What follows belongs to an exercise in optimizing a design on an open flow for small area, a short achievable clock period and few clock cycles per item; a production flow would make more cautious choices. The RTL was checked by simulation tests, not by an equivalence proof against the original design. Power is estimated from default activity; no workload was simulated.

--- design.v ---
package mlrq_pkg;
    localparam int DEF_NUM_LEVELS      = 7;
    localparam int DEF_SLOTS_PER_LEVEL = 20;
    localparam int DEF_ID_BITS         = 8;
    localparam int IN_TDATA_W  = 16;
    localparam int OUT_TDATA_W = 24;
    localparam int RES_W       = 19;
    localparam logic [2:0] OP_PUSH      = 3'd0;
    localparam logic [2:0] OP_REMOVE    = 3'd1;
    localparam logic [2:0] OP_GET_NEXT  = 3'd2;
    localparam logic [2:0] OP_FIND      = 3'd3;
    localparam logic [2:0] OP_SET_READY = 3'd4;
    localparam logic [2:0] ST_OK        = 3'd0;
    localparam logic [2:0] ST_FULL      = 3'd1;
    localparam logic [2:0] ST_NONE      = 3'd2;
    localparam logic [2:0] ST_WAITING   = 3'd3;
    localparam logic [2:0] ST_BAD_LEVEL = 3'd4;
endpackage
module mlrq_ctrl #(
    parameter int NL = mlrq_pkg::DEF_NUM_LEVELS
) (
    input  logic                             aclk,
    input  logic                             aresetn,
    input  logic                             s_tvalid,
    output logic                             s_tready,
    input  logic [mlrq_pkg::IN_TDATA_W-1:0]  s_tdata,
    output logic                             m_tvalid,
    input  logic                             m_tready,
    output logic [mlrq_pkg::OUT_TDATA_W-1:0] m_tdata,
    output logic                             exec,
    output logic [14:0]                      cmd,
    output logic [4:0]                       kind,
    output logic [NL-1:0]                    loh,
    input  logic [mlrq_pkg::RES_W-1:0]       res
);
    localparam int RW = mlrq_pkg::RES_W;
    logic          c_valid;
    logic [14:0]   c_q;
    logic [4:0]    kind_q;
    logic [NL-1:0] loh_q;
    logic          r_valid;
    logic [1:0]    cnt;
    logic [RW-1:0] q0, q1, q2;
    logic          pop;
    logic [1:0]    cnt_pop;
    logic [2:0]    in_op, in_lvl;
    logic [4:0]    in_kind;
    logic [NL-1:0] in_loh;
    assign in_op  = s_tdata[2:0];
    assign in_lvl = s_tdata[5:3];
    always_comb begin
        in_kind[0] = in_op == mlrq_pkg::OP_PUSH && int'(in_lvl) < NL;
        in_kind[1] = in_op == mlrq_pkg::OP_REMOVE;
        in_kind[2] = in_op == mlrq_pkg::OP_GET_NEXT && int'(in_lvl) < NL;
        in_kind[3] = in_op == mlrq_pkg::OP_FIND;
        in_kind[4] = in_op == mlrq_pkg::OP_SET_READY;
        for (int l = 0; l < NL; l++) in_loh[l] = in_lvl == 3'(l);
    end
    assign exec     = c_valid & (cnt != 2'd3) & !(r_valid & cnt[1]);
    assign s_tready = ~c_valid | exec;
    assign cmd      = c_q;
    assign kind     = kind_q;
    assign loh      = loh_q;
    assign pop      = (cnt != 2'd0) & m_tready;
    assign cnt_pop  = cnt - 2'(pop);
    always_ff @(posedge aclk) begin
        if (!aresetn) begin
            c_valid <= 1'b0;
            r_valid <= 1'b0;
            cnt     <= '0;
        end else begin
            if (s_tready) c_valid <= s_tvalid;
            r_valid <= exec;
            cnt     <= cnt_pop + 2'(r_valid);
        end
    end
    always_ff @(posedge aclk) begin
        if (s_tready) begin
            c_q    <= s_tdata[14:0];
            kind_q <= in_kind;
            loh_q  <= in_loh;
        end
    end
    always_ff @(posedge aclk) begin
        if (pop || cnt == 2'd0) begin
            q0 <= (cnt_pop == 2'd0) ? res : q1;
        end
        if (pop || cnt <= 2'd1) begin
            q1 <= (cnt_pop == 2'd1) ? res : q2;
        end
        if (cnt_pop == 2'd2) begin
            q2 <= res;
        end
    end
    assign m_tvalid = cnt != 2'd0;
    assign m_tdata  = {5'b0, q0};
endmodule
module mlrq_datapath #(
    parameter int NL = mlrq_pkg::DEF_NUM_LEVELS,
    parameter int NS = mlrq_pkg::DEF_SLOTS_PER_LEVEL
) (
    input  logic                       aclk,
    input  logic                       aresetn,
    input  logic                       exec,
    input  logic [14:0]                cmd,
    input  logic [4:0]                 kind,
    input  logic [NL-1:0]              loh,
    output logic [mlrq_pkg::RES_W-1:0] res
);
    localparam int N = NL * NS;
    logic [2:0] c_op;
    logic [7:0] c_id;
    logic       c_rdy;
    assign c_op  = cmd[2:0];
    assign c_id  = cmd[13:6];
    assign c_rdy = cmd[14];
    logic k_push, k_rem, k_gn, k_find, k_sr;
    assign {k_sr, k_find, k_gn, k_rem, k_push} = kind;
    logic [N-1:0]   v_q, r_q;
    logic [8*N-1:0] id_q;
    function automatic logic [7:0] pol(input int k);
        pol = {8{1'(k % NS % 2)}};
    endfunction
    logic [N-1:0] match;
    always_comb begin
        for (int k = 0; k < N; k++) match[k] = v_q[k] && (id_q[8*k +: 8] == (c_id ^ pol(k)));
    end
    function automatic logic [5:0] penc20(input logic [NS-1:0] x);
        logic [31:0] xx;
        logic [15:0] a1; logic [15:0] i1;
        logic [7:0]  a2; logic [15:0] i2;
        logic [3:0]  a3; logic [11:0] i3;
        logic [1:0]  a4; logic [7:0]  i4;
        xx = 32'(x);
        for (int n = 0; n < 16; n++) begin
            a1[n] = xx[2*n] | xx[2*n+1];
            i1[n] = !xx[2*n];
        end
        for (int n = 0; n < 8; n++) begin
            a2[n] = a1[2*n] | a1[2*n+1];
            i2[2*n +: 2] = a1[2*n] ? {1'b0, i1[2*n]} : {1'b1, i1[2*n+1]};
        end
        for (int n = 0; n < 4; n++) begin
            a3[n] = a2[2*n] | a2[2*n+1];
            i3[3*n +: 3] = a2[2*n] ? {1'b0, i2[4*n +: 2]} : {1'b1, i2[4*n+2 +: 2]};
        end
        for (int n = 0; n < 2; n++) begin
            a4[n] = a3[2*n] | a3[2*n+1];
            i4[4*n +: 4] = a3[2*n] ? {1'b0, i3[6*n +: 3]} : {1'b1, i3[6*n+3 +: 3]};
        end
        penc20 = {a4[0] | a4[1], a4[0] ? {1'b0, i4[3:0]} : {1'b1, i4[7:4]}};
    endfunction
    function automatic logic [NS-1:0] pfx_and(input logic [NS-1:0] x);
        logic [31:0] y;
        y = {12'hfff, x};
        for (int d = 0; d < 5; d++)
            for (int j = 0; j < 32; j++)
                if ((j >> d) & 1) y[j] = y[j] & y[((j >> d) << d) - 1];
        pfx_and = y[NS-1:0];
    endfunction
    function automatic logic [NS-1:0] pfx_take(input logic [NS-1:0] v, input logic [NS-1:0] r);
        logic [31:0] g, p;
        g = '0;
        p = '0;
        g[NS-1:0] = v & r;
        p[NS-1:0] = v & ~r;
        for (int d = 0; d < 5; d++)
            for (int j = 31; j >= 0; j--)
                if ((j >> d) & 1) begin
                    g[j] = g[((j >> d) << d) - 1] | (p[((j >> d) << d) - 1] & g[j]);
                    p[j] = p[j] & p[((j >> d) << d) - 1];
                end
        pfx_take = g[NS-1:0];
    endfunction
    logic [N-1:0]  pe, tk;
    always_comb begin
        for (int l = 0; l < NL; l++) begin
            logic [NS-1:0] v, r, all_v;
            v     = v_q[l*NS +: NS];
            r     = r_q[l*NS +: NS];
            all_v = pfx_and(v);
            pe[l*NS +: NS] = ~v & ((all_v << 1) | NS'(1));
            tk[l*NS +: NS] = pfx_take(v, r);
        end
    end
    logic [NS-1:0]   vsel, rsel;
    logic [8*NS-1:0] idsel;
    always_comb begin
        vsel  = '0;
        rsel  = '0;
        idsel = '0;
        for (int l = 0; l < NL; l++) begin
            vsel = vsel | ({NS{loh[l]}} & v_q[l*NS +: NS]);
            rsel = rsel | ({NS{loh[l]}} & r_q[l*NS +: NS]);
            for (int j = 0; j < NS; j++)
                idsel[8*j +: 8] = idsel[8*j +: 8] | ({8{loh[l]}} & (id_q[8*(l*NS+j) +: 8] ^ pol(l*NS+j)));
        end
    end
    logic [5:0] p_enc;
    assign p_enc = penc20(~vsel);
    logic       g_any, take_sel;
    logic [4:0] g_idx;
    logic [7:0] gid;
    always_comb begin
        logic [31:0]  a, u;
        logic [159:0] ix;
        logic [255:0] id;
        a  = '0;
        u  = '0;
        ix = '0;
        id = '0;
        for (int j = 0; j < NS; j++) begin
            a[j]          = !vsel[j] || rsel[j];
            u[j]          = vsel[j];
            id[8*j +: 8]  = idsel[8*j +: 8];
        end
        for (int d = 1; d < 32; d = 2 * d)
            for (int j = 0; j < 32; j += 2 * d) begin
                if (!a[j]) begin
                    u[j]          = u[j+d];
                    ix[5*j +: 5]  = ix[5*(j+d) +: 5] | 5'(d);
                    id[8*j +: 8]  = id[8*(j+d) +: 8];
                end
                a[j] = a[j] | a[j+d];
            end
        g_any    = a[0];
        take_sel = u[0];
        g_idx    = ix[4:0];
        gid      = id[7:0];
    end
    logic [NL-1:0] lany;
    logic [4:0]    lidx [NL];
    always_comb begin
        for (int l = 0; l < NL; l++) {lany[l], lidx[l]} = penc20(match[l*NS +: NS]);
    end
    logic [2:0] st;
    logic [7:0] o_id;
    logic [4:0] o_slot;
    always_comb begin
        st     = mlrq_pkg::ST_NONE;
        o_id   = '0;
        o_slot = '0;
        case (c_op)
            mlrq_pkg::OP_PUSH: begin
                if (!k_push) st = mlrq_pkg::ST_BAD_LEVEL;
                else if (p_enc[5]) begin
                    st     = mlrq_pkg::ST_OK;
                    o_slot = p_enc[4:0];
                end else st = mlrq_pkg::ST_FULL;
            end
            mlrq_pkg::OP_GET_NEXT: begin
                if (!k_gn) st = mlrq_pkg::ST_BAD_LEVEL;
                else if (!g_any) st = mlrq_pkg::ST_WAITING;
                else if (take_sel) begin
                    st     = mlrq_pkg::ST_OK;
                    o_id   = gid;
                    o_slot = g_idx;
                end
            end
            mlrq_pkg::OP_FIND: o_id = c_id;
            default: ;
        endcase
    end
    logic [2:0]    st_q;
    logic [7:0]    o_id_q;
    logic [4:0]    o_slot_q;
    logic          find_q, hit_q;
    logic [NL-1:0] lany_q;
    logic [4:0]    lidx_q [NL];
    always_ff @(posedge aclk) begin
        st_q     <= st;
        o_id_q   <= o_id;
        o_slot_q <= o_slot;
        find_q   <= k_find;
        hit_q    <= k_find | k_rem | k_sr;
        lany_q   <= lany;
        for (int l = 0; l < NL; l++) lidx_q[l] <= lidx[l];
    end
    logic       a01, a23, a45, a03, f_any;
    logic [5:0] i01, i23, i45;
    logic [6:0] i03, i46;
    logic [2:0] f_lvl;
    logic [4:0] f_slot;
    always_comb begin
        a01 = lany_q[0] | lany_q[1];
        a23 = lany_q[2] | lany_q[3];
        a45 = lany_q[4] | lany_q[5];
        i01 = lany_q[0] ? {1'b0, lidx_q[0]} : {1'b1, lidx_q[1]};
        i23 = lany_q[2] ? {1'b0, lidx_q[2]} : {1'b1, lidx_q[3]};
        i45 = lany_q[4] ? {1'b0, lidx_q[4]} : {1'b1, lidx_q[5]};
        a03 = a01 | a23;
        i03 = a01 ? {1'b0, i01} : {1'b1, i23};
        i46 = a45 ? {1'b0, i45} : {1'b1, 1'b0, lidx_q[6]};
        f_any = a03 | a45 | lany_q[6];
        {f_lvl, f_slot} = a03 ? {1'b0, i03} : {1'b1, i46};
    end
    always_comb begin
        if (hit_q) begin
            res = {5'b0, 3'b0, f_any ? o_id_q : 8'h00, f_any ? mlrq_pkg::ST_OK : mlrq_pkg::ST_NONE};
            if (find_q && f_any) res[18:11] = {f_slot, f_lvl};
        end else begin
            res = {o_slot_q, 3'b0, o_id_q, st_q};
        end
    end
    for (genvar l = 0; l < NL; l++) begin : g_lvl
        logic do_push, do_take;
        assign do_push = exec && k_push && loh[l];
        assign do_take = exec && k_gn && loh[l];
        for (genvar j = 0; j < NS; j++) begin : g_slot
            localparam int K = l * NS + j;
            logic pw, sh, rm, sr;
            assign pw = do_push && pe[K];
            assign sh = do_take && tk[K];
            assign rm = exec && k_rem && match[K];
            assign sr = exec && k_sr && match[K];
            always_ff @(posedge aclk) begin
                if (!aresetn) begin
                    v_q[K] <= 1'b0;
                end else if (sh || pw || rm) begin
                    v_q[K] <= k_gn ? ((j < NS - 1) ? v_q[(j < NS - 1) ? K + 1 : K] : 1'b0) : k_push;
                end
            end
            if (j < NS - 1) begin : g_mv
                always_ff @(posedge aclk) begin
                    if (sh || pw || sr) r_q[K] <= k_gn ? r_q[K+1] : c_rdy;
                    if (sh || pw) id_q[8*K +: 8] <= k_gn ? ~id_q[8*(K+1) +: 8] : (c_id ^ pol(K));
                end
            end else begin : g_end
                always_ff @(posedge aclk) begin
                    if (pw || sr) r_q[K] <= c_rdy;
                    if (pw) id_q[8*K +: 8] <= c_id ^ pol(K);
                end
            end
        end
    end
endmodule
module multilevel_ready_queue #(
    parameter int NUM_LEVELS      = mlrq_pkg::DEF_NUM_LEVELS,
    parameter int SLOTS_PER_LEVEL = mlrq_pkg::DEF_SLOTS_PER_LEVEL,
    parameter int ID_BITS         = mlrq_pkg::DEF_ID_BITS
) (
    input  logic                             aclk,
    input  logic                             aresetn,
    input  logic                             s_tvalid,
    output logic                             s_tready,
    input  logic [mlrq_pkg::IN_TDATA_W-1:0]  s_tdata,
    output logic                             m_tvalid,
    input  logic                             m_tready,
    output logic [mlrq_pkg::OUT_TDATA_W-1:0] m_tdata
);
    logic                       exec;
    logic [14:0]                cmd;
    logic [4:0]                 kind;
    logic [NUM_LEVELS-1:0]      loh;
    logic [mlrq_pkg::RES_W-1:0] res;
    mlrq_ctrl #(
        .NL (NUM_LEVELS)
    ) u_ctrl (
        .aclk     (aclk),
        .aresetn  (aresetn),
        .s_tvalid (s_tvalid),
        .s_tready (s_tready),
        .s_tdata  (s_tdata),
        .m_tvalid (m_tvalid),
        .m_tready (m_tready),
        .m_tdata  (m_tdata),
        .exec     (exec),
        .cmd      (cmd),
        .kind     (kind),
        .loh      (loh),
        .res      (res)
    );
    mlrq_datapath #(
        .NL (NUM_LEVELS),
        .NS (SLOTS_PER_LEVEL)
    ) u_datapath (
        .aclk    (aclk),
        .aresetn (aresetn),
        .exec    (exec),
        .cmd     (cmd),
        .kind    (kind),
        .loh     (loh),
        .res     (res)
    );
endmodule
--- run.sh ---
#!/bin/bash
# synth_recipe.tcl (not shown) runs the flow's synth.tcl, then flattens the netlist and writes it again
# the make line also repeats each setting of config.mk as NAME=value (left out here)
make -C /OpenROAD-flow-scripts/flow DESIGN_CONFIG=/design/flow/config.mk WORK_HOME=/design/flow/orfs CLKGATE_MAP_FILE= SYNTH_SCRIPT=/design/flow/synth_recipe.tcl finish
--- config.mk ---
export PLATFORM = sky130hd
export DESIGN_NAME = multilevel_ready_queue
export DESIGN_NICKNAME = multilevel_ready_queue
export VERILOG_FILES = /design/flow/design.v
export SDC_FILE = /design/flow/constraint.sdc
export NUM_CORES = 4
export LEC_CHECK = 0
export CAP_MARGIN = 20
export CORE_MARGIN = 2
export CORE_UTILIZATION = 40
export SETUP_SLACK_MARGIN = 5
export SLEW_MARGIN = 20
--- constraint.sdc ---
create_clock -name core_clock -period 10.0 [get_ports {aclk}]
set_input_delay 2.0000 -clock core_clock [delete_from_list [all_inputs] [get_ports {aclk}]]
set_output_delay 2.0000 -clock core_clock [all_outputs]
set_load 0.01 [all_outputs]
==> results of run 1 <==
logic make-up after synthesis:
kind of cell / Yosys count / synth area share
compound gates: 2857 / 0.207
simple gates: 2005 / 0.116
flops: 1545 / 0.517
xor+xnor: 1122 / 0.114
buf+inv: 898 / 0.0426
mux: 30 / 0.00356
fa+ha+maj: 2 / 0.000291
other cells: 1 / 0.0000437
cells in the mapped netlist (204+ instances only):
library cell / count
a21oi_1: 1356
edfxtp_1: 1341
nand2_1: 619
xor2_1: 617
xnor2_1: 505
clkbuf_1: 501
nor2_1: 318
o22ai_1: 256
nand3_1: 234
o21ai_0: 231
a22oi_1: 215
dfxtp_1: 204
flip-flops by register name (all words and copies together), names as in the netlist, 2 cells and up:
name,cells
u_datapath.id_q,1120
u_datapath.r_q,140
u_datapath.v_q,140
u_datapath.lidx_q,35
u_ctrl.q0,19
u_ctrl.q1,19
u_ctrl.q2,19
u_ctrl.c_q,12
u_datapath.o_id_q,8
u_ctrl.loh_q,7
u_datapath.lany_q,7
u_ctrl.kind_q,5
u_datapath.o_slot_q,5
u_datapath.st_q,3
u_ctrl.cnt,2
routing by layer:
layer / global-route usage / wire, µm
met1: 0.499 / 160000
met5: 0 / 143
met2: 0.574 / 185000
met4: 0.232 / 33700
met3: 0.108 / 56400
worst max path at each step:
stage | to | slack (ps) | cells after the start
global route | u_datapath.o_slot_q[0] | 5000 | 11
detailed placement | u_datapath.o_id_q[3] | 4760 | 12
global placement | u_datapath.o_id_q[3] | 4770 | 11
finish | u_datapath.lidx_q[0][1] | 4930 | 10
CTS | u_datapath.r_q[95] | 5010 | 9
floorplan | u_ctrl.q2[0] | 6180 | 5
repair_timing:
item                       CTS  global route
setup buffers                2             0
gates cloned                 0             0
gates resized for setup     11            14
setup endpoints to repair   13            69
critical path, delay by kind of cell, from the launching register on:
family                    cells  cell delay, ps
buffers and inverters         2            1090
and+or+nand+nor               3             860
DFF                           1             710
AOI/OAI and AO/OA             4            1920
xor gates and xnor gates      1             210
layout make-up:
cell class	instances	area, µm²
fill	20393	119000
sequential	1545	44400
multi-input combinational	6021	38300
clock buffer	215	4690
tap	2838	3550
timing repair buffer	316	2720
clock inverter	114	1180
inverter	175	672
antenna	7	17.5
where the power goes:
group,internal [mW],switching (mW),total [mW],leakage [nW]
clock,3.78,3.00,6.77,2.86
sequential,7.26,0.0555,7.31,13.8
combinational,0.641,1.66,2.30,15.1
==> flow_metrics.tcl, run 1 <==
set metrics [dict create \
    synth.distinct_cells 93 \
    crit_type "reg2reg" \
    routed_wl_um 435000 \
    setup_ws_ps 4930 \
    path_clk_slew_ps 70 \
    clk_latency_ps 890 \
    placed_cells 10889 \
    final_common_cell "a21oi_1" \
    slew_viol_final 0 \
    grt_max_degree 179 \
    slowest_delay_ps 870 \
    pin_count 46 \
    syn2layout_area_growth_pct 11.2 \
    synth_ff_type "edfxtp_1" \
    crit_chain "buf_6 > buf_4 > xor2_1 > nor3_1 > nand4_1 > nand3b_1 > o21ai_0 > a21oi_1 > o31ai_1 > a21oi_1" \
    viasPerCell 7.03 \
    holdWs_ps 388 \
    ant_nets 0 \
    ys_ff_latch 1545 \
    antenna_found_initial 27 \
    clkSinkCount 1545 \
    gr-total-overflow 0 \
    htreeDepth 4 \
    grt_usage 0.386 \
    reg2reg_setup_slack_ps 4930 \
    ff2ff_path_depth 10 \
    synth_top_area_cell "edfxtp_1" \
    start_util 0.401 \
    r2r_start "u_ctrl.c_q[8]" \
    numCtsBuffers 178 \
    dpl-instance-area_um2 89300 \
    nets 8259 \
    hold_end "u_datapath.find_q" \
    rows 170 \
    async_flop_share 0 \
    hold_depth 0 \
    tritoncts "built" \
    fin_total_pwr_mw 16.4 \
    critPathLaunchType "register" \
    synth_seq_area_share 0.517 \
    die-width_um 467 \
    finClkSkew_ps 51.7 \
    cts_hold_buffers 0 \
    r2r_end "u_datapath.lidx_q[0][1]" \
    grt_pass1_wl_um 595000 \
    stdcell_count 11231 \
    cts_buffer_depth 3 \
    grt_pass1_vias 73090 \
    portBuffers 39 \
    min_path_type "reg2reg" \
    p_leak_nw 31.8 \
    rsz0062_at_grt "no" \
    post-place-ws_ps 4760 \
    synth-edff-count 1341 \
    wire_per_inst_um 38.8 \
    yosys.area.top_type_share 0.469 \
    tns_ps 0 \
    cp.required_ps 10720 \
    status "no timing/DRC/antenna violations" \
    synthCells 8460 \
    finalHoldViolCount 0 \
    hold_start "u_ctrl.kind_q[3]" \
    critPathSlowestCell "o31ai_1" \
    p_per_area_nw_per_um2 172 \
    setup_viol 0 \
    dr.first_iter.drc_count 14954 \
    ys_warn_count 4 \
    vdd_drop_max_v 0.000197 \
    core_area_um2 214000 \
    netlist_area_um2 85800 \
    slew-limit-headroom 0.133 \
    path_common_cell "a21oi_1" \
    post-route-util 0.446 \
    fin_crit_sh 0.507 \
    dr.pass1.iters 9 \
    fmax_mhz 197 \
    post-route-cell-area_um2 95500 \
    path_max_fanout 31 \
    synthTopCellsByArea "edfxtp_1 47%, a21oi_1 7.9%, xor2_1 6.3%" \
    route.detailed.drc 0 \
    via_count 78901 \
    max_cap_viol_count 0 \
    root_buffer "clkbuf_16" \
    end_kind "register" \
    synth_area_per_cell_um2 10.1 \
    place.gp.congestion 1.02 \
    dieArea_um2 218000 \
    dpl.hpwl_um 315000 \
    crit_path_start "u_ctrl.c_q[8]" \
    fin_crit_ps 5070 \
    critical_path_arrival_ps 5780 \
    drive_gt1_frac 0.0795 \
    dieHeight_um 467 \
    tightestPinTransition_ps 1300 \
    layout_common_cells "1355 x a21oi_1, 1341 x edfxtp_1, 617 x nand2_1, 617 x xor2_1, 505 x xnor2_1" \
]
Testbench counts, summed over its fixed seeds: cycles 12,024, commands 12,000.
==> run 2: changes to the inputs <==
--- a/design.v
+++ b/design.v
@@ -28,6 +28,10 @@
     input  logic                             m_tready,
     output logic [mlrq_pkg::OUT_TDATA_W-1:0] m_tdata,
     output logic                             exec,
+    output logic [NL-1:0]                    push_go,
+    output logic [NL-1:0]                    take_go,
+    output logic                             rem_go,
+    output logic                             sr_go,
     output logic [14:0]                      cmd,
     output logic [4:0]                       kind,
     output logic [NL-1:0]                    loh,
@@ -56,26 +60,66 @@
         in_kind[4] = in_op == mlrq_pkg::OP_SET_READY;
         for (int l = 0; l < NL; l++) in_loh[l] = in_lvl == 3'(l);
     end
-    assign exec     = c_valid & (cnt != 2'd3) & !(r_valid & cnt[1]);
-    assign s_tready = ~c_valid | exec;
+    logic          exec_q;
+    logic [NL-1:0] push_go_q, take_go_q;
+    logic          rem_go_q, sr_go_q;
+    logic          c_valid_n;
+    logic [4:0]    kind_n;
+    logic [NL-1:0] loh_n;
+    logic [2:0]    busy;
+    logic          room_n;
+    assign exec     = exec_q;
+    assign push_go  = push_go_q;
+    assign take_go  = take_go_q;
+    assign rem_go   = rem_go_q;
+    assign sr_go    = sr_go_q;
+    logic          s_tready_q, m_tvalid_q;
+    logic          take_in, has_res;
+    assign s_tready = s_tready_q;
+    assign take_in  = ~c_valid | exec_q;
+    assign has_res  = cnt != 2'd0;
+    assign c_valid_n = take_in ? s_tvalid : c_valid;
+    assign kind_n    = take_in ? in_kind : kind_q;
+    assign loh_n     = take_in ? in_loh : loh_q;
+    assign busy      = 3'(cnt) + 3'(r_valid) + 3'(exec_q);
+    assign room_n    = (busy <= 3'd2) || (busy == 3'd3 && has_res && m_tready);
+    always_ff @(posedge aclk) begin
+        if (!aresetn) begin
+            s_tready_q <= 1'b1;
+            exec_q    <= 1'b0;
+            push_go_q <= '0;
+            take_go_q <= '0;
+            rem_go_q  <= 1'b0;
+            sr_go_q   <= 1'b0;
+        end else begin
+            s_tready_q <= ~c_valid_n | room_n;
+            exec_q    <= c_valid_n & room_n;
+            push_go_q <= {NL{c_valid_n & room_n & kind_n[0]}} & loh_n;
+            take_go_q <= {NL{c_valid_n & room_n & kind_n[2]}} & loh_n;
+            rem_go_q  <= c_valid_n & room_n & kind_n[1];
+            sr_go_q   <= c_valid_n & room_n & kind_n[4];
+        end
+    end
     assign cmd      = c_q;
     assign kind     = kind_q;
     assign loh      = loh_q;
-    assign pop      = (cnt != 2'd0) & m_tready;
+    assign pop      = has_res & m_tready;
     assign cnt_pop  = cnt - 2'(pop);
     always_ff @(posedge aclk) begin
         if (!aresetn) begin
             c_valid <= 1'b0;
             r_valid <= 1'b0;
             cnt     <= '0;
+            m_tvalid_q <= 1'b0;
         end else begin
-            if (s_tready) c_valid <= s_tvalid;
-            r_valid <= exec;
+            if (take_in) c_valid <= s_tvalid;
+            r_valid <= exec_q;
             cnt     <= cnt_pop + 2'(r_valid);
+            m_tvalid_q <= (cnt_pop != 2'd0) | r_valid;
         end
     end
     always_ff @(posedge aclk) begin
-        if (s_tready) begin
+        if (take_in) begin
             c_q    <= s_tdata[14:0];
             kind_q <= in_kind;
             loh_q  <= in_loh;
@@ -92,7 +136,7 @@
             q2 <= res;
         end
     end
-    assign m_tvalid = cnt != 2'd0;
+    assign m_tvalid = m_tvalid_q;
     assign m_tdata  = {5'b0, q0};
 endmodule
 module mlrq_datapath #(
@@ -101,7 +145,10 @@
 ) (
     input  logic                       aclk,
     input  logic                       aresetn,
-    input  logic                       exec,
+    input  logic [NL-1:0]              push_go,
+    input  logic [NL-1:0]              take_go,
+    input  logic                       rem_go,
+    input  logic                       sr_go,
     input  logic [14:0]                cmd,
     input  logic [4:0]                 kind,
     input  logic [NL-1:0]              loh,
@@ -303,16 +350,13 @@
         end
     end
     for (genvar l = 0; l < NL; l++) begin : g_lvl
-        logic do_push, do_take;
-        assign do_push = exec && k_push && loh[l];
-        assign do_take = exec && k_gn && loh[l];
         for (genvar j = 0; j < NS; j++) begin : g_slot
             localparam int K = l * NS + j;
             logic pw, sh, rm, sr;
-            assign pw = do_push && pe[K];
-            assign sh = do_take && tk[K];
-            assign rm = exec && k_rem && match[K];
-            assign sr = exec && k_sr && match[K];
+            assign pw = push_go[l] && pe[K];
+            assign sh = take_go[l] && tk[K];
+            assign rm = rem_go && match[K];
+            assign sr = sr_go && match[K];
             always_ff @(posedge aclk) begin
                 if (!aresetn) begin
                     v_q[K] <= 1'b0;
@@ -349,6 +393,8 @@
     output logic [mlrq_pkg::OUT_TDATA_W-1:0] m_tdata
 );
     logic                       exec;
+    logic [NUM_LEVELS-1:0]      push_go, take_go;
+    logic                       rem_go, sr_go;
     logic [14:0]                cmd;
     logic [4:0]                 kind;
     logic [NUM_LEVELS-1:0]      loh;
@@ -365,6 +411,10 @@
         .m_tready (m_tready),
         .m_tdata  (m_tdata),
         .exec     (exec),
+        .push_go  (push_go),
+        .take_go  (take_go),
+        .rem_go   (rem_go),
+        .sr_go    (sr_go),
         .cmd      (cmd),
         .kind     (kind),
         .loh      (loh),
@@ -376,7 +426,10 @@
     ) u_datapath (
         .aclk    (aclk),
         .aresetn (aresetn),
-        .exec    (exec),
+        .push_go (push_go),
+        .take_go (take_go),
+        .rem_go  (rem_go),
+        .sr_go   (sr_go),
         .cmd     (cmd),
         .kind    (kind),
         .loh     (loh),
==> flow/run.sh (new file) <==
#!/bin/bash
set -euo pipefail
MARGIN=7
sed "s|^make -C |make SETUP_SLACK_MARGIN=${MARGIN} -C |" standard.sh > standard_margin.sh
grep -q "SETUP_SLACK_MARGIN=${MARGIN}" standard_margin.sh
bash standard_margin.sh > layout_make.log 2>&1
==> standard.sh (new file) <==
#!/bin/bash
# synth_recipe.tcl (not shown) runs the flow's synth.tcl, then flattens the netlist and writes it again
# the make line also repeats each setting of config.mk as NAME=value (left out here)
make -C /OpenROAD-flow-scripts/flow DESIGN_CONFIG=/design/flow/config.mk WORK_HOME=/design/flow/orfs CLKGATE_MAP_FILE= SYNTH_SCRIPT=/design/flow/synth_recipe.tcl "${@:-finish}"
--- a/config.mk
+++ b/config.mk
@@ -8,5 +8,6 @@
 export CAP_MARGIN = 20
 export CORE_MARGIN = 2
 export CORE_UTILIZATION = 40
-export SETUP_SLACK_MARGIN = 5
+export CTS_CLUSTER_DIAMETER = 100
+export CTS_CLUSTER_SIZE = 20
 export SLEW_MARGIN = 20
removed: run.sh
==> run 2 against run 1 <==
  * Critical path depth shrank 1
  * Total power shrank 3.3%
  * Count of clock-buffer cells in the layout shrank 60
  * Sequential share of layout area shrank 4.6 points
  * Highest routed layer unchanged
  * Die area grew 2.8%
  * Maximum frequency grew 36%
  * Final cell count grew 6.9%
  * Synthesized cell count grew 3.3%
  * Clock power shrank 34%
  * Register-to-register slack gained 1300 ps
  * Still clean
  * Synthesized area grew 2.8%
==> flow_metrics.tcl, run 2 <==
set metrics [dict create \
    dieArea_um2 224000 \
    synthTopCellsByArea "edfxtp_1 45%, a21oi_1 7.6%, xnor2_1 5.7%" \
    yosys-top-cells-count "1334 x a21oi_1, 1330 x edfxtp_1, 690 x nand2_1" \
    wire_per_inst_um 42.5 \
    vdd_drop_max_v 0.000153 \
    ys_ff_latch 1564 \
    cpLargestDelayFamily "compound AO/OA/AOI/OAI gates" \
    largest_reg_flops 1120 \
    clk_latency_ps 860 \
    endpoint "u_datapath.o_id_q[3]" \
    start_util 0.402 \
    finClkSkew_ps 51.4 \
    layout_common_cells "1330 x edfxtp_1, 1316 x a21oi_1, 663 x nand2_1" \
    dr.first_iter.drc_count 18093 \
    root_buffer "clkbuf_16" \
    slew_viol_final 0 \
    path_buf_inv 2 \
    tritoncts "built" \
    dpl.hpwl_um 337000 \
    nets 9064 \
    via_count 87010 \
    reg2reg_setup_slack_ps 6280 \
    viasPerCell 7.25 \
    synth_top_area_cell "edfxtp_1" \
    regMostFlops "u_datapath.id_q" \
    finalHoldViolCount 0 \
    routed_wl_um 511000 \
    final_common_cell "edfxtp_1" \
    antenna_found_initial 19 \
    path_max_fanout 18 \
    route.detailed.drc 0 \
    synthCells 8737 \
    r2r_end "u_datapath.o_id_q[3]" \
    grt_max_degree 184 \
    die-width_um 474 \
    critical_path_arrival_ps 4470 \
    tightestPinTransition_ps 1340 \
    min_path_type "reg2reg" \
    ant_nets 0 \
    synth_most_common_cell "a21oi_1" \
    path_clk_slew_ps 90 \
    place.gp.congestion 1.03 \
    ys_warn_count 4 \
    grt_usage 0.436 \
    critPathLaunchType "register" \
    numCtsBuffers 95 \
    netlist_area_um2 88300 \
    syn2layout_area_growth_pct 20.9 \
    rows 172 \
    async_flop_share 0 \
    setup_viol 0 \
    ff2ff_path_depth 9 \
    slew-limit-headroom 0.105 \
    cts_hold_buffers 0 \
    core_area_um2 220000 \
    grt_pass1_wl_um 676000 \
    crit_type "reg2reg" \
    synth_seq_area_share 0.506 \
    post-route-util 0.486 \
    num-fill-cells 20097 \
    crit_path_start "u_ctrl.loh_q[4]" \
    tns_ps 0 \
    yosys.area.top_type_share 0.452 \
    htreeDepth 3 \
    final-seq-area_um2 44700 \
    p_leak_nw 37.3 \
    gr-total-overflow 0 \
    cp.required_ps 10750 \
    synth_ff_type "edfxtp_1" \
    critPathSlowestCell "a221oi_4" \
    pin_count 46 \
    drive_gt1_frac 0.186 \
    slowest_delay_ps 720 \
    clkSinkCount 1564 \
    synth_area_per_cell_um2 10.1 \
    largestRegisters "u_datapath.id_q (1120), u_datapath.r_q (140), u_datapath.v_q (140)" \
    fin_crit_ps 3720 \
    portBuffers 39 \
    fin_crit_sh 0.372 \
    synth-edff-count 1330 \
    grt_pass1_vias 79796 \
    multiInputGateArea_um2 43600 \
    dr.pass1.iters 9 \
    crit_chain "clkinv_2 > buf_4 > o22ai_1 > nor4_4 > mux2i_4 > o211ai_1 > a221oi_4 > a21oi_2 > o31ai_1" \
    fmax_mhz 269 \
    rsz0062_at_grt "yes" \
    synth.distinct_cells 97 \
    r2r_start "u_ctrl.loh_q[4]" \
    crit_cells 9 \
    cts_buffer_depth 3 \
    max_cap_viol_count 0 \
    end_kind "register" \
    p_per_area_nw_per_um2 148 \
    dpl-instance-area_um2 91800 \
    post-route-cell-area_um2 107000 \
    status "no timing/DRC/antenna violations" \
    dieHeight_um 474 \
]
-- run 2: routing by layer --
metal  up-vias  wire length (µm)  share of wire  GRT usage
met1     42732            176000           0.34      0.545
met4        12             49300          0.097      0.326
li1      33576                 -              -          -
met3      2202             77400           0.15      0.146
met5         -               147        0.00029          0
met2      8488            208000           0.41      0.621
-- run 2: layout make-up --
cell class	count	area share
flip-flops and latches	1564	0.419
well taps	2871	0.0337
inverters	182	0.00719
diodes	10	0.000234
clock inverters	25	0.00297
multi-input cells	6269	0.409
clock buffers	155	0.0251
repair buffers	927	0.103
-- run 2: what timing repair did --
item                                    in CTS  in global routing
pin swaps                                  148                192
resized for setup                          873                354
buffers inserted                           309                177
cloned                                      59                 12
endpoints found under the setup margin    1989                557
hold endpoints to repair                     0                  0
-- run 2: report_power, final --
part           switching [mW]  internal, mW  total [mW]
Combinational            2.61          1.33        3.95
Sequential             0.0624          7.36        7.42
Clock                    2.58          1.90        4.48
-- run 2: through the flow --
| stage | setup slack (ps) | hold WS, ps | cells | total power, mW |
|---|---|---|---|---|
| CTS | 6520 | 388 | 11803 | 15.4 |
| finish | 6280 | 394 | 12003 | 15.8 |
| global placement | 4710 | 356 | 11252 | 10.3 |
| global route | 6430 | 392 | 11996 | 16.1 |
| floorplan | 6700 | 339 | 8741 | 9.38 |
| detailed placement | 4570 | 369 | 11255 | 10.4 |
-- run 2: logic make-up after synthesis --
logic type | Yosys count | synth area share
muxes | 49 | 0.00567
and+or+nand+nor | 2264 | 0.128
adders and majority gates | 5 | 0.000794
buffers and inverters | 915 | 0.0494
AOI/OAI and AO/OA | 2817 | 0.199
other | 1 | 0.0000425
xor gates and xnor gates | 1122 | 0.111
DFF | 1564 | 0.506
-- run 2: how the worst min path moves through the flow --
stage	slack (ps)	depth (start not counted)	endpoint	startpoint
after floorplan	340	0	u_datapath.find_q	u_ctrl.kind_q[3]
after global placement	360	0	u_datapath.find_q	u_ctrl.kind_q[3]
after detailed placement	370	0	u_datapath.find_q	u_ctrl.kind_q[3]
after CTS	390	0	u_datapath.find_q	u_ctrl.kind_q[3]
after global routing	390	0	u_datapath.find_q	u_ctrl.kind_q[3]
final	390	0	u_datapath.find_q	u_ctrl.kind_q[3]
-- run 2: worst register-to-register path: stages (launching register included) --
cell and delay [ps]:
dfxtp_4 400, clkinv_2 500, buf_4 480, o22ai_1 380
nor4_4 110, mux2i_4 230, o211ai_1 430, a221oi_4 730
a21oi_2 130, o31ai_1 270
Testbench counts of run 2, summed over its fixed seeds: cycles 12,024, commands 12,000.
==> run 3: changes to the inputs <==
==> flow/run.sh (replaced) <==
#!/bin/bash
set -euo pipefail
MARGIN=6.25
sed "s|^make -C |make SETUP_SLACK_MARGIN=${MARGIN} -C |" standard.sh > standard_margin.sh
grep -q "SETUP_SLACK_MARGIN=${MARGIN}" standard_margin.sh
bash standard_margin.sh > layout_make.log 2>&1
==> run 3 against run 2 <==
  * Largest power group unchanged
  * Synthesized area unchanged
  * Clock power about the same
  * Still clean
  * Critical path type unchanged
  * Combinational power decreased by 22%
  * Utilization decreased by 4.5 points
  * Highest routed layer unchanged
  * Total power decreased by 5.2%
  * Clock skew increased by 2.2 ps
  * Sequential power about the same
  * Register-to-register slack got worse by 290 ps
  * First-iteration DRC count decreased by 6.5%
  * Worst setup slack got worse by 290 ps
  * Die area unchanged
==> flow_metrics.tcl, run 3 <==
set metrics [dict create \
    post-route-util 0.441 \
    synthTopCellsByArea "edfxtp_1 45%, a21oi_1 7.6%, xnor2_1 5.7%" \
    finClkSkew_ps 53.7 \
    path_clk_slew_ps 110 \
    path_buf_inv 2 \
    tritoncts "built" \
    async_flop_share 0 \
    cp.required_ps 10740 \
    drive_gt1_frac 0.0910 \
    clk_latency_ps 860 \
    ys_warn_count 4 \
    hold_depth 0 \
    p_comb_frac 0.206 \
    start_util 0.402 \
    largestRegisters "u_datapath.id_q (1120), u_datapath.r_q (140), u_datapath.v_q (140)" \
    viasPerCell 7.21 \
    synth.distinct_cells 97 \
    synth_seq_area_share 0.506 \
    p_per_area_nw_per_um2 155 \
    ff2ff_path_depth 10 \
    portBuffers 39 \
    stdcell_count 11491 \
    dpl.hpwl_um 332000 \
    switching_share 0.324 \
    slew_viol_final 0 \
    max_cap_viol_count 0 \
    routed_wl_um 469000 \
    path_common_cell "buf_12" \
    synth_most_common_cell "a21oi_1" \
    synth_top_area_cell "edfxtp_1" \
    numCtsBuffers 97 \
    yosys-top-cells-count "1334 x a21oi_1, 1330 x edfxtp_1, 690 x nand2_1" \
    p_leak_nw 32.3 \
    crit_type "reg2reg" \
    cts_hold_buffers 0 \
    synthCells 8737 \
    pwr-share-seq 0.495 \
    synth_ff_type "edfxtp_1" \
    critical_path_arrival_ps 4750 \
    grt_usage 0.402 \
    placed_cells 11230 \
    critPathSlowestCell "a211oi_2" \
    critPathLaunchType "register" \
    final_common_cell "edfxtp_1" \
    fin_crit_ps 4010 \
    pin_count 46 \
    dr.pass1.iters 11 \
    p_sw_mw 4.87 \
    ant_nets 0 \
    nets 8558 \
    wire_per_inst_um 40.8 \
    internal-power_mw 10.2 \
    vdd_drop_max_v 0.000160 \
    yosys.area.top_type_share 0.452 \
    clkSinkCount 1564 \
    netlist_area_um2 88300 \
    finalHoldViolCount 0 \
    crit_chain "buf_12 > buf_12 > xor2_1 > nand4_1 > or3_1 > a21oi_1 > o21bai_1 > a211oi_2 > nor2_1 > o21ai_1" \
    tightestPinTransition_ps 1290 \
    synth-edff-count 1330 \
    synth_area_per_cell_um2 10.1 \
    grt_max_degree 167 \
    route.detailed.drc 0 \
    rows 172 \
    pwr-share-clk 0.300 \
    cpLargestDelayFamily "compound AO/OA/AOI/OAI gates" \
    via_count 82872 \
    htreeDepth 3 \
    root_buffer "clkbuf_16" \
    die-width_um 474 \
    setup_viol 0 \
    cts_buffer_depth 3 \
    min_path_type "reg2reg" \
    place.gp.congestion 1.05 \
    end_kind "register" \
    core_area_um2 220000 \
    fin_crit_sh 0.401 \
    largest_reg_flops 1120 \
    grt_pass1_wl_um 629000 \
    regMostFlops "u_datapath.id_q" \
    slowest_delay_ps 520 \
    antenna_found_initial 19 \
    layout_common_cells "1330 x edfxtp_1, 1327 x a21oi_1, 685 x nand2_1" \
    fin_total_pwr_mw 15.0 \
    dieHeight_um 474 \
    fmax_mhz 249 \
    gr-total-overflow 0 \
    dr.first_iter.drc_count 16909 \
    status "no timing/DRC/antenna violations" \
    grt_pass1_vias 76097 \
    dieArea_um2 224000 \
    rsz0062_at_grt "yes" \
    tns_ps 0 \
    crit_cells 10 \
    slew-limit-headroom 0.139 \
    ys_ff_latch 1564 \
    syn2layout_area_growth_pct 9.72 \
    path_max_fanout 42 \
]
[run 3: layout make-up]
class / instances / area [µm²]
well taps: 2871 / 3590
clock inverters: 28 / 365
inverters: 182 / 744
clock buffers: 149 / 2650
repair buffers: 426 / 4230
flip-flops and latches: 1564 / 44700
diodes: 9 / 22.5
multi-input cells: 6262 / 40600
fillers: 20960 / 123000
[run 3: routing by layer]
metal	up-vias	share of wire	track usage
met5	-	0.00012	0
met3	1754	0.14	0.112
met1	40972	0.36	0.521
met2	7581	0.42	0.587
li1	32555	-	-
met4	10	0.084	0.259
[run 3: power groups by stage]
| stage | clock network, mW | logic [mW] | registers (mW) |
|---|---|---|---|
| 2_1_floorplan | 0 | 1.78 | 7.56 |
| 3_3_place_gp | 0 | 2.73 | 7.60 |
| 3_5_place_dp | 0 | 2.76 | 7.61 |
| 4_1_cts | 4.46 | 2.92 | 7.43 |
| 5_1_grt | 4.67 | 3.19 | 7.44 |
| 6_report | 4.50 | 3.09 | 7.43 |
[run 3: path summary, 6_finish.rpt]
kind	startpoint	end	slack, ps
worst max-delay path	u_ctrl.c_q[6]	u_datapath.lidx_q[6][0]	5990
worst min-delay path	u_ctrl.kind_q[3]	u_datapath.find_q	370
worst max register to register	u_ctrl.c_q[6]	u_datapath.lidx_q[6][0]	5990
worst min register to register	u_ctrl.kind_q[3]	u_datapath.find_q	370
[run 3: kinds of logic (layout without fill, tap and decap cells)]
logic type,count (synthesis),after routing,synth area share
compound gates,2817,2817,0.199
xor+xnor,1122,1122,0.111
simple gates,2264,2264,0.128
fa+ha+maj,5,5,0.000794
flops,1564,1564,0.506
mux,49,49,0.00567
other cells,1,14,0.0000425
buf+inv,915,785,0.0494
[run 3: metrics by stage]
step	instance area, µm²	hold slack [ps]	worst slack (ps)
3_5_place_dp	91500	357	4400
4_1_cts	96200	367	6090
3_3_place_gp	91500	354	4490
2_1_floorplan	88300	339	6480
5_1_grt	96800	374	6130
6_report	96800	371	5990
[run 3: what timing repair did]
item                                    in CTS  in global routing
pin swaps                                   15                 11
endpoints found under the hold margin        0                  0
cloned                                       5                  2
resized for setup                          222                 70
setup buffers                               46                 19
endpoints found under the setup margin     674                110
==> run 4: changes to the inputs <==
--- a/design.v
+++ b/design.v
@@ -74,15 +74,12 @@
     assign rem_go   = rem_go_q;
     assign sr_go    = sr_go_q;
     logic          s_tready_q, m_tvalid_q;
-    logic          take_in, has_res;
     assign s_tready = s_tready_q;
-    assign take_in  = ~c_valid | exec_q;
-    assign has_res  = cnt != 2'd0;
-    assign c_valid_n = take_in ? s_tvalid : c_valid;
-    assign kind_n    = take_in ? in_kind : kind_q;
-    assign loh_n     = take_in ? in_loh : loh_q;
+    assign c_valid_n = s_tready ? s_tvalid : c_valid;
+    assign kind_n    = s_tready ? in_kind : kind_q;
+    assign loh_n     = s_tready ? in_loh : loh_q;
     assign busy      = 3'(cnt) + 3'(r_valid) + 3'(exec_q);
-    assign room_n    = (busy <= 3'd2) || (busy == 3'd3 && has_res && m_tready);
+    assign room_n    = (busy <= 3'd2) || (busy == 3'd3 && m_tvalid_q && m_tready);
     always_ff @(posedge aclk) begin
         if (!aresetn) begin
             s_tready_q <= 1'b1;
@@ -103,7 +100,7 @@
     assign cmd      = c_q;
     assign kind     = kind_q;
     assign loh      = loh_q;
-    assign pop      = has_res & m_tready;
+    assign pop      = m_tvalid_q & m_tready;
     assign cnt_pop  = cnt - 2'(pop);
     always_ff @(posedge aclk) begin
         if (!aresetn) begin
@@ -112,14 +109,14 @@
             cnt     <= '0;
             m_tvalid_q <= 1'b0;
         end else begin
-            if (take_in) c_valid <= s_tvalid;
+            if (s_tready) c_valid <= s_tvalid;
             r_valid <= exec_q;
             cnt     <= cnt_pop + 2'(r_valid);
             m_tvalid_q <= (cnt_pop != 2'd0) | r_valid;
         end
     end
     always_ff @(posedge aclk) begin
-        if (take_in) begin
+        if (s_tready) begin
             c_q    <= s_tdata[14:0];
             kind_q <= in_kind;
             loh_q  <= in_loh;
==> flow/run.sh (replaced) <==
#!/bin/bash
set -euo pipefail
MARGIN=6.5
sed "s|^make -C |make SETUP_SLACK_MARGIN=${MARGIN} -C |" standard.sh > standard_margin.sh
grep -q "SETUP_SLACK_MARGIN=${MARGIN}" standard_margin.sh
bash standard_margin.sh > layout_make.log 2>&1
==> run 4 against run 3 <==
  * Still clean
  * Maximum frequency increased by 2.2%
  * First-iteration DRC count increased by 3.5%
  * Clock skew decreased by 18 ps
  * Synthesized area decreased by 0.41%
  * Global-route usage decreased by 0.86 points
  * Sequential share of layout area decreased by 0.30 points
  * Non-clock buffer count increased by 14
  * Critical path depth unchanged
  * Synthesized cell count decreased by 1.1%
  * Register-to-register slack improved by 90 ps
  * Worst setup slack improved by 86 ps
==> flow_metrics.tcl, run 4 <==
set metrics [dict create \
    status "no timing/DRC/antenna violations" \
    synth_ff_type "edfxtp_1" \
    stdcell_count 11417 \
    vdd_drop_max_v 0.000149 \
    routed_wl_um 460000 \
    core_area_um2 219000 \
    dpl.hpwl_um 321000 \
    slew_viol_final 0 \
    cp.required_ps 10680 \
    largestRegisters "u_datapath.id_q (1120), u_datapath.r_q (140), u_datapath.v_q (140)" \
    syn2layout_area_growth_pct 10.9 \
    root_buffer "clkbuf_16" \
    antenna_found_initial 24 \
    ys_warn_count 4 \
    tns_ps 0 \
    clkSinkCount 1564 \
    synth-edff-count 1330 \
    synthCells 8639 \
    cts_buffer_depth 3 \
    min_path_type "reg2reg" \
    synth.distinct_cells 105 \
    setup_viol 0 \
    dieArea_um2 224000 \
    route.detailed.drc 0 \
    critPathSlowestCell "or4_1" \
    path_clk_slew_ps 90 \
    placed_cells 11139 \
    fin_crit_ps 3920 \
    tightestPinTransition_ps 1250 \
    finClkSkew_ps 35.7 \
    nets 8479 \
    synth_seq_area_share 0.508 \
    dieHeight_um 473 \
    via_count 82658 \
    crit_chain "buf_12 > clkinv_2 > buf_6 > o22ai_1 > or4_1 > mux2i_1 > o211ai_1 > and3_1 > a211oi_2 > a221oi_2" \
    slowest_delay_ps 600 \
    dr.first_iter.drc_count 17494 \
    die-width_um 473 \
    yosys.area.top_type_share 0.454 \
    ant_nets 0 \
    layout_common_cells "1330 x a21oi_1, 1330 x edfxtp_1, 586 x nand2_1" \
    p_leak_nw 32.7 \
    place.gp.congestion 1.08 \
    fmax_mhz 255 \
    fin_total_pwr_mw 14.9 \
    drive_gt1_frac 0.105 \
    grt_pass1_wl_um 620000 \
    portBuffers 39 \
    num-fill-cells 20832 \
    pwr-share-seq 0.498 \
    regMostFlops "u_datapath.id_q" \
    critPathLaunchType "register" \
    cts_hold_buffers 0 \
    dr.pass1.iters 10 \
    fin_crit_sh 0.392 \
    tritoncts "built" \
    wire_per_inst_um 40.3 \
    end_kind "register" \
    viasPerCell 7.24 \
    start_util 0.401 \
    synth_most_common_cell "a21oi_1" \
    path_max_fanout 46 \
    reg2reg_setup_slack_ps 6080 \
    pwr-share-clk 0.280 \
    grt_pass1_vias 76674 \
    switching_share 0.325 \
    rsz0062_at_grt "yes" \
    clk_latency_ps 830 \
    ys_ff_latch 1564 \
    finalHoldViolCount 0 \
    htreeDepth 3 \
    p_sw_mw 4.85 \
    p_per_area_nw_per_um2 153 \
    async_flop_share 0 \
    internal-power_mw 10.1 \
    synth_area_per_cell_um2 10.2 \
    numCtsBuffers 90 \
    synthTopCellsByArea "edfxtp_1 45%, a21oi_1 7.6%, xnor2_1 5.6%" \
    netlist_area_um2 87900 \
    critical_path_arrival_ps 4600 \
    max_cap_viol_count 0 \
    slew-limit-headroom 0.166 \
    rows 172 \
    synth_top_area_cell "edfxtp_1" \
    largest_reg_flops 1120 \
    p_comb_frac 0.222 \
    pin_count 46 \
    grt_usage 0.393 \
    crit_type "reg2reg" \
    grt_max_degree 217 \
    yosys-top-cells-count "1343 x a21oi_1, 1330 x edfxtp_1, 606 x nand2_1" \
    gr-total-overflow 0 \
]
## run 4: cell types whose count changed in the layout (fill, tap and decap cells not counted), moves of 18 or more
cell,delta
o21ai_0,+21
nand3_1,-44
and4_1,-18
o211ai_1,-39
nor4_1,-27
a22oi_1,-20
nand2_1,-99
## run 4: critical path: cells and delay by family (launching register included)
family / cells / cell delay [ps]
compound gates: 4 / 980
mux: 1 / 410
flops: 1 / 400
buf+inv: 3 / 890
simple gates: 2 / 940
## run 4: layout make-up
cell class,instances,area [µm²],area share
clock buffers,152,2500,0.0257
well taps,2871,3590,0.0368
clock inverters,17,193,0.00198
diodes,15,37.5,0.000385
multi-input cells,6173,41200,0.423
inverters,185,741,0.00760
repair buffers,440,4550,0.0467
flip-flops and latches,1564,44700,0.458
## run 4: kinds of logic (layout without fill, tap and decap cells)
group	Yosys count	in the layout	share of synthesized area
DFF	1564	1564	0.508
muxes	46	46	0.00527
xor gates and xnor gates	1122	1122	0.112
buffers and inverters	906	794	0.0485
adders and majority gates	5	5	0.000797
other	1	20	0.0000427
AOI/OAI and AO/OA	2854	2854	0.203
and+or+nand+nor	2141	2141	0.123
## run 4: power groups by stage
stage | Sequential, mW | Clock [mW] | Combinational [mW]
finish | 7.45 | 4.18 | 3.32
global route | 7.46 | 4.37 | 3.41
CTS | 7.45 | 4.15 | 3.09
detailed placement | 7.63 | 0 | 2.88
global placement | 7.62 | 0 | 2.84
floorplan | 7.59 | 0 | 1.86
## run 4: per-stage QoR
step / instance area, µm² / hold WS (ps) / setup WS (ps) / util
final: 97500 / 400 / 6080 / 0.445
after global routing: 97500 / 401 / 6330 / 0.445
after CTS: 96500 / 394 / 6380 / 0.440
after detailed placement: 91200 / 374 / 4650 / 0.416
after global placement: 91200 / 356 / 4080 / 0.416
after floorplan: 87900 / 339 / 6520 / -
## run 4: per-layer routing
layer / vias to the layer above / share of wire / global-route usage
li1: 32289 / - / -
met1: 40472 / 0.35 / 0.498
met2: 7961 / 0.41 / 0.568
met3: 1918 / 0.15 / 0.130
met4: 18 / 0.087 / 0.264
met5: - / 0.00032 / 0
## run 4: worst paths after layout
kind	end	from	cells after the start
worst min-delay path	u_datapath.find_q	u_ctrl.kind_q[3]	0
worst max-delay path	u_datapath.o_id_q[5]	u_ctrl.loh_q[5]	10
worst max register to register	u_datapath.o_id_q[5]	u_ctrl.loh_q[5]	10
worst min register to register	u_datapath.find_q	u_ctrl.kind_q[3]	0
## run 4: timing repair
action,CTS,global route
setup endpoints to repair,1197,442
buffers inserted,61,20
gates resized for setup,402,128
pin swaps,37,31
gates cloned,7,5
Testbench counts of run 4, summed over its fixed seeds: cycles 12,024, commands 12,000.

==> separate check: timing with driven ports <==
No port has a modelled driver above. Below, the same layouts with a new extraction and two added sets of constraints. Step 1: set_driving_cell puts a clkbuf_16 on aclk and a buf_2 on each other input, an assumption about the parent block. Step 2 also shifts input and output timing later by t, the mid clock arrival at the registers, as if the neighbouring blocks saw the same clock. Slacks: no drivers / after step 1 / after step 2; pairs: no drivers / after step 1.
run	shift t [ns]	setup slack, ns	worst register clock-pin slew, ns
run 1	0.954	4.932 / 4.932 / 4.932	0.07 / 0.07
run 2	0.927	6.280 / 6.280 / 6.132	0.10 / 0.10
run 3	0.921	5.990 / 5.990 / 5.622	0.11 / 0.11
run 4	0.905	6.075 / 6.075 / 5.753	0.11 / 0.11
After both steps setup and hold are still met in every run listed. The setup slack of run 3, which loses most, moves by 0.000 ns with the drivers and by -0.368 ns with both steps.
